What follows belongs to an exercise in optimizing a design on an open flow for a short achievable clock period and few clock cycles; a production flow would make more cautious choices. Only simulation tests tie the RTL to the original design; equivalence was not proved. No activity file was given, so power comes from the tool's default toggle rates.

<file path="flow/run.sh">
#!/bin/bash
# synth_recipe.tcl (not shown) runs the flow's synth.tcl, then flattens the netlist and writes it again
# the make line also repeats each setting of config.mk as NAME=value (left out here)
make -C /OpenROAD-flow-scripts/flow DESIGN_CONFIG=/design/flow/config.mk WORK_HOME=/design/flow/orfs CLKGATE_MAP_FILE= SYNTH_SCRIPT=/design/flow/synth_recipe.tcl finish
</file>
<file path="flow/config.mk">
export PLATFORM = sky130hd
export DESIGN_NAME = cpu
export DESIGN_NICKNAME = cpu
export VERILOG_FILES = /design/flow/design.v
export SDC_FILE = /design/flow/constraint.sdc
export NUM_CORES = 4
export LEC_CHECK = 0
export ABC_CLOCK_PERIOD_IN_PS = 2500
export CAP_MARGIN = 20
export CORE_MARGIN = 2
export CORE_UTILIZATION = 30
export SETUP_SLACK_MARGIN = 5
export SLEW_MARGIN = 20
export SYNTH_HIERARCHICAL = 1
export TNS_END_PERCENT = 100
</file>
<file path="flow/design.v">
package mips_pkg;
   typedef logic [31:0] word_t;
   typedef logic [4:0]  reg_addr_t;
   typedef logic [1:0] alu_op_t;
   localparam alu_op_t ALU_ADD = 2'd0;
   localparam alu_op_t ALU_SUB = 2'd1;
   localparam alu_op_t ALU_OR  = 2'd2;
   localparam alu_op_t ALU_LUI = 2'd3;
   typedef logic [1:0] wd_sel_t;
   localparam wd_sel_t WD_ALU  = 2'd0;
   localparam wd_sel_t WD_DM   = 2'd1;
   localparam wd_sel_t WD_NONE = 2'd2;
   typedef logic [1:0] npc_op_t;
   localparam npc_op_t NPC_SEQ = 2'd0;
   localparam npc_op_t NPC_BEQ = 2'd1;
   localparam npc_op_t NPC_J   = 2'd2;
   localparam logic [5:0] OP_SPECIAL = 6'h00;
   localparam logic [5:0] OP_ORI     = 6'h0d;
   localparam logic [5:0] OP_LUI     = 6'h0f;
   localparam logic [5:0] OP_LW      = 6'h23;
   localparam logic [5:0] OP_SW      = 6'h2b;
   localparam logic [5:0] OP_BEQ     = 6'h04;
   localparam logic [5:0] OP_J       = 6'h02;
   localparam logic [5:0] FN_ADDU = 6'h21;
   localparam logic [5:0] FN_SUBU = 6'h23;
endpackage
`timescale 1ns/1ps
module ifu (
   input  mips_pkg::word_t pc,
   input  logic            hold,
   input  logic            d_jump,
   input  mips_pkg::word_t d_target,
   output mips_pkg::word_t pc_plus4,
   output mips_pkg::word_t npc
);
   assign pc_plus4 = pc + 32'd4;
   assign npc = d_jump ? d_target : (hold ? pc : pc_plus4);
endmodule
`timescale 1ns/1ps
module ctrl (
   input  mips_pkg::word_t     instr,
   output logic                is_addu,
   output logic                is_subu,
   output logic                is_ori,
   output logic                is_lui,
   output logic                is_lw,
   output logic                is_sw,
   output logic                is_beq,
   output logic                is_j,
   output logic                writes,
   output mips_pkg::reg_addr_t dest
);
   logic [5:0] opcode;
   logic [5:0] funct;
   assign opcode = instr[31:26];
   assign funct  = instr[5:0];
   assign is_addu = (opcode == mips_pkg::OP_SPECIAL) && (funct == mips_pkg::FN_ADDU);
   assign is_subu = (opcode == mips_pkg::OP_SPECIAL) && (funct == mips_pkg::FN_SUBU);
   assign is_ori  = (opcode == mips_pkg::OP_ORI);
   assign is_lui  = (opcode == mips_pkg::OP_LUI);
   assign is_lw   = (opcode == mips_pkg::OP_LW);
   assign is_sw   = (opcode == mips_pkg::OP_SW);
   assign is_beq  = (opcode == mips_pkg::OP_BEQ);
   assign is_j    = (opcode == mips_pkg::OP_J);
   assign dest   = (is_addu || is_subu) ? instr[15:11] : instr[20:16];
   assign writes = (is_addu || is_subu || is_ori || is_lui || is_lw) && (dest != 5'd0);
endmodule
`timescale 1ns/1ps
module grf_read (
   input  logic [1023:0]   regs,
   input  logic [31:1]     sel,
   input  logic            sel_e,
   input  mips_pkg::word_t e_val,
   input  logic            sel_w,
   input  mips_pkg::word_t w_val,
   output mips_pkg::word_t rd
);
   always_comb begin
      rd = ({32{sel_e}} & e_val) | ({32{sel_w}} & w_val);
      for (int i = 1; i < 32; i++) begin
         rd = rd | ({32{sel[i]}} & regs[32*i +: 32]);
      end
   end
endmodule
`timescale 1ns/1ps
module ks_gen #(parameter bit INV = 0) (input logic a, b, output logic g);
   assign g = INV ? (a & ~b) : (a & b);
endmodule
module ks_gen_ci (input logic a, b, output logic g);
   assign g = a | ~b;
endmodule
module ks_prop #(parameter bit INV = 0) (input logic a, b, output logic p);
   assign p = INV ? ~(a ^ b) : (a ^ b);
endmodule
module ks_black_n (input logic gh, ph, gl, pl, output logic gn, pn);
   assign gn = ~(gh | (ph & gl));
   assign pn = ~(ph & pl);
endmodule
module ks_gray_n (input logic gh, ph, gl, output logic gn);
   assign gn = ~(gh | (ph & gl));
endmodule
module ks_black_p (input logic ghn, phn, gln, pln, output logic g, p);
   assign g = ~(ghn & (phn | gln));
   assign p = ~(phn | pln);
endmodule
module ks_gray_p (input logic ghn, phn, gln, output logic g);
   assign g = ~(ghn & (phn | gln));
endmodule
module ks_inv (input logic a, output logic y);
   assign y = ~a;
endmodule
module ks_xnor (input logic a, b, output logic y);
   assign y = ~(a ^ b);
endmodule
module ks_add #(
   parameter bit SUB = 0
) (
   input  mips_pkg::word_t a,
   input  mips_pkg::word_t b,
   output mips_pkg::word_t s
);
   logic [31:0] g [0:5];
   logic [31:0] p [0:5];
   for (genvar i = 0; i < 32; i++) begin : lv0
      if (SUB && i == 0) begin : ci
         ks_gen_ci u_g (.a(a[i]), .b(b[i]), .g(g[0][i]));
      end else begin : nc
         ks_gen #(.INV(SUB)) u_g (.a(a[i]), .b(b[i]), .g(g[0][i]));
      end
      ks_prop #(.INV(SUB)) u_p (.a(a[i]), .b(b[i]), .p(p[0][i]));
   end
   for (genvar l = 1; l <= 5; l++) begin : lv
      localparam int D = 1 << (l - 1);
      for (genvar i = 0; i < 32; i++) begin : bt
         if (i >= 2 * D) begin : blk
            if (l % 2 == 1) begin : n
               ks_black_n u (.gh(g[l-1][i]), .ph(p[l-1][i]), .gl(g[l-1][i-D]),
                             .pl(p[l-1][i-D]), .gn(g[l][i]), .pn(p[l][i]));
            end else begin : t
               ks_black_p u (.ghn(g[l-1][i]), .phn(p[l-1][i]), .gln(g[l-1][i-D]),
                             .pln(p[l-1][i-D]), .g(g[l][i]), .p(p[l][i]));
            end
         end else if (i >= D) begin : gry
            if (l % 2 == 1) begin : n
               ks_gray_n u (.gh(g[l-1][i]), .ph(p[l-1][i]), .gl(g[l-1][i-D]), .gn(g[l][i]));
            end else begin : t
               ks_gray_p u (.ghn(g[l-1][i]), .phn(p[l-1][i]), .gln(g[l-1][i-D]), .g(g[l][i]));
            end
            assign p[l][i] = 1'b0;
         end else begin : pass
            ks_inv u (.a(g[l-1][i]), .y(g[l][i]));
            assign p[l][i] = 1'b0;
         end
      end
   end
   if (SUB) begin : s0s
      assign s[0] = ~p[0][0];
   end else begin : s0a
      assign s[0] = p[0][0];
   end
   for (genvar i = 1; i < 32; i++) begin : sx
      ks_xnor u (.a(p[0][i]), .b(g[5][i-1]), .y(s[i]));
   end
endmodule
module result_eq (
   input  mips_pkg::word_t a,
   input  mips_pkg::word_t b,
   input  logic            is_add,
   input  logic            is_sub,
   input  logic            is_or,
   input  logic            is_ld,
   input  mips_pkg::word_t ld_data,
   input  mips_pkg::word_t c,
   output logic            eq
);
   mips_pkg::word_t x_add, x_sub, k_add, k_sub, t_add, t_sub;
   assign x_add = a ^ b;
   assign x_sub = ~(a ^ b);
   assign k_add = x_add ^ c;
   assign k_sub = x_sub ^ c;
   assign t_add = {(x_add[30:0] & ~c[30:0]) | (~x_add[30:0] & a[30:0]), 1'b0};
   assign t_sub = {(x_sub[30:0] & ~c[30:0]) | (~x_sub[30:0] & a[30:0]), 1'b1};
   assign eq = (is_add && (k_add == t_add)) || (is_sub && (k_sub == t_sub)) ||
               (is_or && ((a | b) == c)) || (is_ld && (ld_data == c));
endmodule
`timescale 1ns/1ps
module stall_unit (
   input  mips_pkg::reg_addr_t n_rs,
   input  mips_pkg::reg_addr_t n_rt,
   input  logic                n_addr_calc,
   input  logic                d_we,
   input  mips_pkg::reg_addr_t d_dest,
   input  logic                e_we,
   input  mips_pkg::reg_addr_t e_dest,
   input  logic                w_we,
   input  mips_pkg::reg_addr_t w_dest,
   output logic                ef_rs,
   output logic                ef_rt,
   output logic                rd_e_rs,
   output logic                rd_e_rt,
   output logic                rd_w_rs,
   output logic                rd_w_rt,
   output logic [31:1]         sel_rs,
   output logic [31:1]         sel_rt,
   output logic                stall
);
   assign ef_rs = d_we && (d_dest == n_rs);
   assign ef_rt = d_we && (d_dest == n_rt);
   assign rd_e_rs = e_we && (e_dest == n_rs);
   assign rd_e_rt = e_we && (e_dest == n_rt);
   assign rd_w_rs = w_we && (w_dest == n_rs) && !rd_e_rs;
   assign rd_w_rt = w_we && (w_dest == n_rt) && !rd_e_rt;
   for (genvar i = 1; i < 32; i++) begin : sel
      assign sel_rs[i] = (n_rs == 5'(i)) && !(e_we && e_dest == 5'(i)) &&
                         !(w_we && w_dest == 5'(i));
      assign sel_rt[i] = (n_rt == 5'(i)) && !(e_we && e_dest == 5'(i)) &&
                         !(w_we && w_dest == 5'(i));
   end
   assign stall = n_addr_calc && ef_rs;
endmodule
`timescale 1ns/1ps
module cpu #(
   parameter mips_pkg::word_t RESET_PC = 32'h0000_3000
) (
   input  logic                clk,
   input  logic                rst,
   output mips_pkg::word_t     i_inst_addr,
   input  mips_pkg::word_t     i_inst_rdata,
   output mips_pkg::word_t     m_data_addr,
   output mips_pkg::word_t     m_data_wdata,
   output logic [3:0]          m_data_byteen,
   output mips_pkg::word_t     m_inst_addr,
   input  mips_pkg::word_t     m_data_rdata,
   output logic                w_grf_we,
   output mips_pkg::reg_addr_t w_grf_addr,
   output mips_pkg::word_t     w_grf_wdata,
   output mips_pkg::word_t     w_inst_addr
);
   mips_pkg::word_t     pc, pc_plus4, npc;
   mips_pkg::word_t     n_instr;
   mips_pkg::reg_addr_t n_dest;
   logic                n_addu, n_subu, n_ori, n_lui, n_lw, n_sw, n_beq, n_j, n_writes;
   logic                n_ef_rs, n_ef_rt, n_rd_e_rs, n_rd_e_rt, n_rd_w_rs, n_rd_w_rt, n_stall;
   logic [31:1]         n_sel_rs, n_sel_rt;
   mips_pkg::word_t     n_rs_val, n_rt_val;
   mips_pkg::word_t     d_instr, d_pc, d_pc_plus4;
   mips_pkg::reg_addr_t d_dest;
   logic                d_addu, d_subu, d_ori, d_lui, d_lw, d_sw, d_beq, d_j, d_writes;
   logic                d_ef_rs, d_ef_rt, d_fa, d_fb, d_stall;
   logic                d_same, d_e_eq;
   mips_pkg::word_t     d_rs_val, d_rt_val, d_sext, d_br_target, d_addr, d_target, d_a, d_b;
   mips_pkg::word_t     d_other;
   logic                d_jump;
   mips_pkg::word_t     e_a, e_b, e_addr, e_sdata, e_pc, e_sum, e_diff, e_result;
   mips_pkg::reg_addr_t e_dest;
   logic                e_we, e_add, e_sub, e_or, e_lw, e_sw;
   mips_pkg::word_t     w_data, w_pc;
   mips_pkg::reg_addr_t w_dest;
   logic                w_we;
   logic [31:1]         w_sel;
   mips_pkg::word_t     regs [1:31];
   logic [1023:0]       regs_flat;
   ifu u_ifu (
      .pc(pc), .hold(d_stall),
      .d_jump(d_jump), .d_target(d_target), .pc_plus4(pc_plus4), .npc(npc)
   );
   always_ff @(posedge clk) begin
      if (rst) begin
         pc <= RESET_PC;
      end else begin
         pc <= npc;
      end
   end
   assign i_inst_addr = pc;
   assign n_instr = d_stall ? d_instr : i_inst_rdata;
   ctrl u_ctrl (
      .instr(n_instr), .is_addu(n_addu), .is_subu(n_subu), .is_ori(n_ori),
      .is_lui(n_lui), .is_lw(n_lw), .is_sw(n_sw), .is_beq(n_beq), .is_j(n_j),
      .writes(n_writes), .dest(n_dest)
   );
   stall_unit u_stall_unit (
      .n_rs(n_instr[25:21]), .n_rt(n_instr[20:16]), .n_addr_calc(n_lw || n_sw),
      .d_we(d_writes && !d_stall), .d_dest(d_dest),
      .e_we(e_we), .e_dest(e_dest), .w_we(w_we), .w_dest(w_dest),
      .ef_rs(n_ef_rs), .ef_rt(n_ef_rt), .rd_e_rs(n_rd_e_rs), .rd_e_rt(n_rd_e_rt),
      .rd_w_rs(n_rd_w_rs), .rd_w_rt(n_rd_w_rt),
      .sel_rs(n_sel_rs), .sel_rt(n_sel_rt), .stall(n_stall)
   );
   for (genvar i = 1; i < 32; i++) begin : rf_flat
      assign regs_flat[32*i +: 32] = regs[i];
   end
   assign regs_flat[31:0] = 32'h0000_0000;
   grf_read u_read_rs (
      .regs(regs_flat), .sel(n_sel_rs), .sel_e(n_rd_e_rs), .e_val(e_result),
      .sel_w(n_rd_w_rs), .w_val(w_data), .rd(n_rs_val)
   );
   grf_read u_read_rt (
      .regs(regs_flat), .sel(n_sel_rt), .sel_e(n_rd_e_rt), .e_val(e_result),
      .sel_w(n_rd_w_rt), .w_val(w_data), .rd(n_rt_val)
   );
   always_ff @(posedge clk) begin
      if (rst) begin
         d_instr    <= '0;
         d_addu     <= 1'b0;
         d_subu     <= 1'b0;
         d_ori      <= 1'b0;
         d_lui      <= 1'b0;
         d_lw       <= 1'b0;
         d_sw       <= 1'b0;
         d_beq      <= 1'b0;
         d_j        <= 1'b0;
         d_writes   <= 1'b0;
         d_stall    <= 1'b0;
      end else begin
         d_instr    <= n_instr;
         d_addu     <= n_addu;
         d_subu     <= n_subu;
         d_ori      <= n_ori;
         d_lui      <= n_lui;
         d_lw       <= n_lw;
         d_sw       <= n_sw;
         d_beq      <= n_beq;
         d_j        <= n_j;
         d_writes   <= n_writes;
         d_stall    <= n_stall;
      end
   end
   always_ff @(posedge clk) begin
      d_dest   <= n_dest;
      d_ef_rs  <= n_ef_rs;
      d_ef_rt  <= n_ef_rt;
      d_same   <= (n_instr[25:21] == n_instr[20:16]);
      d_fa     <= n_ef_rs && !n_lui;
      d_fb     <= n_ef_rt && (n_addu || n_subu || n_beq);
      d_rs_val <= n_rs_val;
      d_rt_val <= n_rt_val;
      if (!d_stall) begin
         d_pc       <= pc;
         d_pc_plus4 <= pc_plus4;
      end
   end
   assign d_sext = {{16{d_instr[15]}}, d_instr[15:0]};
   ks_add u_br_target (.a(d_pc_plus4), .b({d_sext[29:0], 2'b00}), .s(d_br_target));
   ks_add u_addr (.a(d_rs_val), .b(d_sext), .s(d_addr));
   assign d_other = d_ef_rs ? d_rt_val : d_rs_val;
   result_eq u_result_eq (
      .a(e_a), .b(e_b), .is_add(e_add), .is_sub(e_sub), .is_or(e_or), .is_ld(e_lw),
      .ld_data(m_data_rdata), .c(d_other), .eq(d_e_eq)
   );
   assign d_jump = d_j || (d_beq && (d_same ||
                   ((d_ef_rs || d_ef_rt) ? d_e_eq : (d_rs_val == d_rt_val))));
   assign d_target = d_j ? {d_pc_plus4[31:28], d_instr[25:0], 2'b00} : d_br_target;
   assign d_a = d_lui ? 32'h0000_0000 : d_rs_val;
   assign d_b = d_lui ? {d_instr[15:0], 16'h0000} :
                d_ori ? {16'h0000, d_instr[15:0]} : d_rt_val;
   always_ff @(posedge clk) begin
      if (rst || d_stall) begin
         e_we  <= 1'b0;
         e_add <= 1'b0;
         e_sub <= 1'b0;
         e_or  <= 1'b0;
         e_lw  <= 1'b0;
         e_sw  <= 1'b0;
      end else begin
         e_we  <= d_writes;
         e_add <= d_addu;
         e_sub <= d_subu;
         e_or  <= d_ori || d_lui;
         e_lw  <= d_lw;
         e_sw  <= d_sw;
      end
   end
   always_ff @(posedge clk) begin
      e_dest   <= d_dest;
      e_a      <= d_fa ? e_result : d_a;
      e_b      <= d_fb ? e_result : d_b;
      e_sdata  <= d_ef_rt ? e_result : d_rt_val;
      e_addr   <= d_addr;
      e_pc     <= d_pc;
   end
   ks_add u_add (.a(e_a), .b(e_b), .s(e_sum));
   ks_add #(.SUB(1)) u_sub (.a(e_a), .b(e_b), .s(e_diff));
   assign e_result = ({32{e_add}} & e_sum) | ({32{e_sub}} & e_diff) |
                     ({32{e_or}} & (e_a | e_b)) | ({32{e_lw}} & m_data_rdata);
   assign m_data_addr   = e_addr;
   assign m_data_wdata  = e_sdata;
   assign m_data_byteen = e_sw ? 4'hf : 4'h0;
   assign m_inst_addr   = e_pc;
   always_ff @(posedge clk) begin
      if (rst) begin
         w_we  <= 1'b0;
         w_sel <= '0;
      end else begin
         w_we <= e_we;
         for (int i = 1; i < 32; i++) begin
            w_sel[i] <= e_we && (e_dest == 5'(i));
         end
      end
   end
   always_ff @(posedge clk) begin
      w_dest <= e_dest;
      w_data <= e_result;
      w_pc   <= e_pc;
   end
   always_ff @(posedge clk) begin
      for (int i = 1; i < 32; i++) begin
         if (rst) begin
            regs[i] <= '0;
         end else if (w_sel[i]) begin
            regs[i] <= w_data;
         end
      end
   end
   assign w_grf_we    = w_we;
   assign w_grf_addr  = w_dest;
   assign w_grf_wdata = w_data;
   assign w_inst_addr = w_pc;
endmodule
</file>
<file path="flow/constraint.sdc">
create_clock -name core_clock -period 9.0 [get_ports {clk}]
set_input_delay 1.8000 -clock core_clock [delete_from_list [all_inputs] [get_ports {clk}]]
set_output_delay 1.8000 -clock core_clock [all_outputs]
set_load 0.01 [all_outputs]
</file>
==> summary.txt <==
worst max-delay path by stage:
stage | startpoint | cells after the start | slack (ns) | end
after floorplan | d_ef_rs$_DFF_P_ | 19 | 5.02 | pc[13]$_SDFF_PP1_
after global placement | m_data_rdata[10] | 18 | 2.54 | pc[12]$_SDFF_PP1_
after detailed placement | m_data_rdata[10] | 18 | 2.66 | pc[12]$_SDFF_PP1_
after CTS | e_b[2]$_DFF_P_ | 14 | 4.82 | d_rt_val[15]$_DFF_P_
after global routing | d_ef_rs$_DFF_P_ | 22 | 4.79 | pc[25]$_SDFF_PP0_
final | d_rt_val[2]$_DFF_P_ | 20 | 4.85 | pc[25]$_SDFF_PP0_
per-module statistics from Yosys, one instance, submodules excluded, a selection:
module,cell area [sq um],flops+latches
cpu,49800,1476
grf_read,5560,0
result_eq,3350,0
ks_black_p,12.5,0
ks_black_n,12.5,0
ks_gray_n,8.76,0
ks_gen_ci,6.26,0
ks_gray_p,5.00,0
registers in the layout, summed over array words and instances, names as in the netlist, 5 cells and up:
signal      flops
pc             32
d_dest          5
e_dest          5
d_rt_val       32
d_pc_plus4     32
regs          992
w_sel          31
d_instr        32
w_pc           32
d_rs_val       32
w_data         32
e_a            32
e_b            32
d_pc           32
w_dest          5
e_pc           32
e_addr         32
e_sdata        32
synth_stat cells, drive strengths merged, types with 96 or more instances:
cell,instances
dfxtp,1412
nor2,1287
mux2i,1037
a22oi,962
nand2,406
buf,396
a21oi,324
o21ai,314
xnor2,283
clkbuf,279
nand4,227
xor2,211
inv,210
nor2b,109
and2,105
nor4,101
a222oi,96
metal layers:
layer  routed length, um  GRT usage (%)  vias up
met2              153000           39.8     5611
met1              141000           34.1    35208
met5                 571          0.439        -
met4               29400           17.6       22
li1                    -              -    30510
met3               53500           10.9     1643
what timing repair did:
| action | 4_1_cts | 5_1_grt |
|---|---|---|
| setup endpoints to repair | 146 | 102 |
| gates resized for setup | 333 | 272 |
| setup buffers | 52 | 31 |
| cloned | 7 | 1 |
| pin swaps | 51 | 29 |
cell usage in the layout (no fill, tap or decap), types with 30 or more instances in the layout:
cell type and count:
nor2b_4 31, a22oi_1 955, nand2_1 383, nor4_1 62, nor2_1 1262, o21ai_1 46
xnor2_2 32, o21ai_2 175, buf_6 59, a21oi_1 32, inv_1 198, mux2i_1 1026
and2_1 103, dfxtp_1 1297, clkbuf_8 37, clkbuf_16 165, edfxtp_1 64, nor4_2 33
a31oi_1 46, o21ai_0 92, buf_4 225, a21oi_2 292, o22ai_1 30, mux2_2 69
ha_1 30, clkbuf_1 38, nand4_1 227, clkdlybuf4s50_1 229, clkinv_2 31, xor2_1 171
nand2b_1 32, nand3_1 89, nor3_2 54, xnor2_1 243, nor2b_1 75, a22o_1 31
dlygate4sd2_1 36, dfxtp_2 86, a222oi_1 96
cell type report:
cell class	instances	share of cell area, %
diodes	10	0.0274
repair inverters	1	0.00822
multi-input cells	6084	48.9
clock inverters	57	0.680
flip-flops and latches	1476	33.3
well taps	3366	4.61
clock buffers	238	5.19
inverters	210	0.900
repair buffers	593	6.40
logic make-up (layout without fill, tap and decap cells):
kind of cell,after synthesis,after routing,synth area share [%]
simple gates,2566,2566,15.7
compound gates,1859,1859,18.6
flops,1476,1476,39.3
mux,1128,1128,14.9
buf+inv,885,1099,5.36
xor+xnor,494,494,5.63
fa+ha+maj,33,33,0.538
other cells,1,14,0.00488
power by group:
part | leakage (uW) | internal (uW) | switching [uW]
clock network | 0.00265 | 3850 | 2960
registers | 0.0122 | 6600 | 50.3
logic | 0.0158 | 176 | 421
per-stage QoR:
stage                     utilization, %  setup WS, ns
after floorplan                        -          5.02
after global placement              32.5          2.54
after detailed placement            32.5          2.66
after CTS                           35.3          4.82
after global routing                35.9          4.79
final                               35.9          4.85
==> impl_metrics.tcl <==
set metrics [dict create \
    grt_usage_pct 27.6 \
    crit_type "reg -> reg" \
    reg2reg_slack_ns 4.85 \
    clkLatencyLatePin_ns 0.85 \
    synthCells 8442 \
    synth-seq-cells 1476 \
    cap_violations 0 \
    rr_endpoint "pc[25]$_SDFF_PP0_" \
    fill_cells 25500 \
    post-dp-hpwl_um 235000 \
    tightest_slew_ns 1.29 \
    gp_congestion 1.01 \
    drive_gt1_share_pct 18.5 \
    ant_nets 0 \
    postSynthAreaPerCell_sq_um 9.10 \
    multi_input_area_sq_mm 0.0447 \
    worstPathRequired_ns 9.69 \
    synthTopCellsByArea "dfxtp_1 (37%), mux2i_1 (14%), a22oi_1 (9.4%), nor2_1 (6.3%), a21oi_2 (3.3%)" \
    grt_pass1_wl_um 519000 \
    crit_path_start_kind "flop" \
    run_status "no timing/DRC/antenna violations" \
    power.total_uw 14100 \
    clock_sinks 1476 \
    cts_buffers 161 \
    clk_pin_slew_worst_paths_ns 0.06 \
    fp.coreArea_sq_mm 0.254 \
    place_area_sq_mm 0.0826 \
    hold_end "e_pc[31]$_DFF_P_" \
    fmaxAchievable_mhz 241 \
    cp_cell_sequence "mux2_2 -> xor2_2 -> a21oi_1 -> o21ai_0 -> nand3_1 -> a211oi_1 -> a41oi_2 -> o41ai_4 -> o21ai_2 -> nand2b_1 -> a21oi_2 -> o31ai_4 -> buf_12 -> buf_6 -> buf_8 -> clkinvlp_4 -> buf_12 -> nor2_4 -> a31oi_1 -> nor2b_2" \
    rsz0062_at_grt "yes" \
    nNetsFinal 8626 \
    p_per_area_mw_per_mm2 154 \
    final_hold_viol_count 0 \
    portBuffers 267 \
    max_slew_margin_pct 13.9 \
    crit-reg2reg-launch "d_rt_val[2]$_DFF_P_" \
    slew_viol_final 0 \
    antenna_found_initial 19 \
    worst_hold_path_type "reg -> reg" \
    period_share_pct 46.1 \
    fin_area_sq_mm 0.0913 \
    seq_area_frac_synth_pct 39.3 \
    overflow 0 \
    crit_top_cell "buf_12" \
    io_pins 268 \
    cp-end-kind "flop" \
    rr_worst_depth 20 \
    num_rows 185 \
    worstHoldPathCells 0 \
    place_inst 11639 \
    vias_per_cell 6.07 \
    skew_ns 0.0475 \
    ys_types 79 \
    slowest_stage "dfxtp_1" \
    grt_pass1_vias 67895 \
    arrival_ns 4.85 \
    critPathMaxStageDelay_ns 0.74 \
    fin_hold_ws_ns 0.310 \
    ctsLongestPathBuffers 3 \
    grt_max_degree 160 \
    regArea_sq_mm 0.0304 \
    htreeDepth 4 \
    area_growth_pct 18.9 \
    wl_per_cell_um 31.4 \
    synth_flop_cell "dfxtp_1" \
    vias 72994 \
    die_x_um 510 \
    cp_num_buf_inv 5 \
    initial_core_util_pct 30.2 \
    synth.top_cell.area_share_pct 36.8 \
    synth-edff-count 64 \
    setup_viol 0 \
    leakage_uw 0.0307 \
    cts_root_buf "clkbuf_16" \
    holdCritStartpoint "d_pc[31]$_DFFE_PN_" \
    cts_hold_buf 0 \
    path_max_fanout 6 \
    dr.pass1.iters 13 \
    crit_family "compound AO/OA/AOI/OAI gates" \
    yosys_warnings 17 \
    dr.first_iter.drc_count 12839 \
    tns_ns 0 \
    async_flop_share_pct 0 \
    drc_errors 0 \
    fin_cells 12035 \
    ir_drop_v 0.000188 \
    dieHeight_um 510 \
    dieArea_sq_mm 0.260 \
    yosys.area.top_type "dfxtp_1" \
    tritoncts "yes" \
    fin_crit_ns 4.15 \
    syn_area_sq_mm 0.0768 \
    wirelength_um 378000 \
]
Testbench counts, summed over its fixed seeds: cycles 57,401.

==> what the ideal ports hide <==
How much do the figures lean on ideal ports? The routed layout below was timed once more, with nothing changed but the port constraints. Step 1 (the two cells are an assumption about what drives the block):
set clk [get_ports {clk}]
set_driving_cell -lib_cell sky130_fd_sc_hd__clkbuf_16 $clk
set_driving_cell -lib_cell sky130_fd_sc_hd__buf_2 [delete_from_list [all_inputs] $clk]
Step 2, shift: input delay + t, output delay - t, t = (earliest + latest rising clock arrival at the registers) / 2. This alone moves slack from input paths to output paths. Three values: ideal ports, drivers, drivers and shift; two values: the first two.
t, ns: 0.909
setup slack, ns: 4.847 / 4.847 / 3.996
worst setup path at the end: input to register
worst register clock-pin slew, ns: 0.07 / 0.07
pins driven straight from the clock port: 1
After both steps this run still meets setup and hold. For this run, drivers alone change the setup slack by 0.000 ns; drivers and shift together by -0.851 ns.
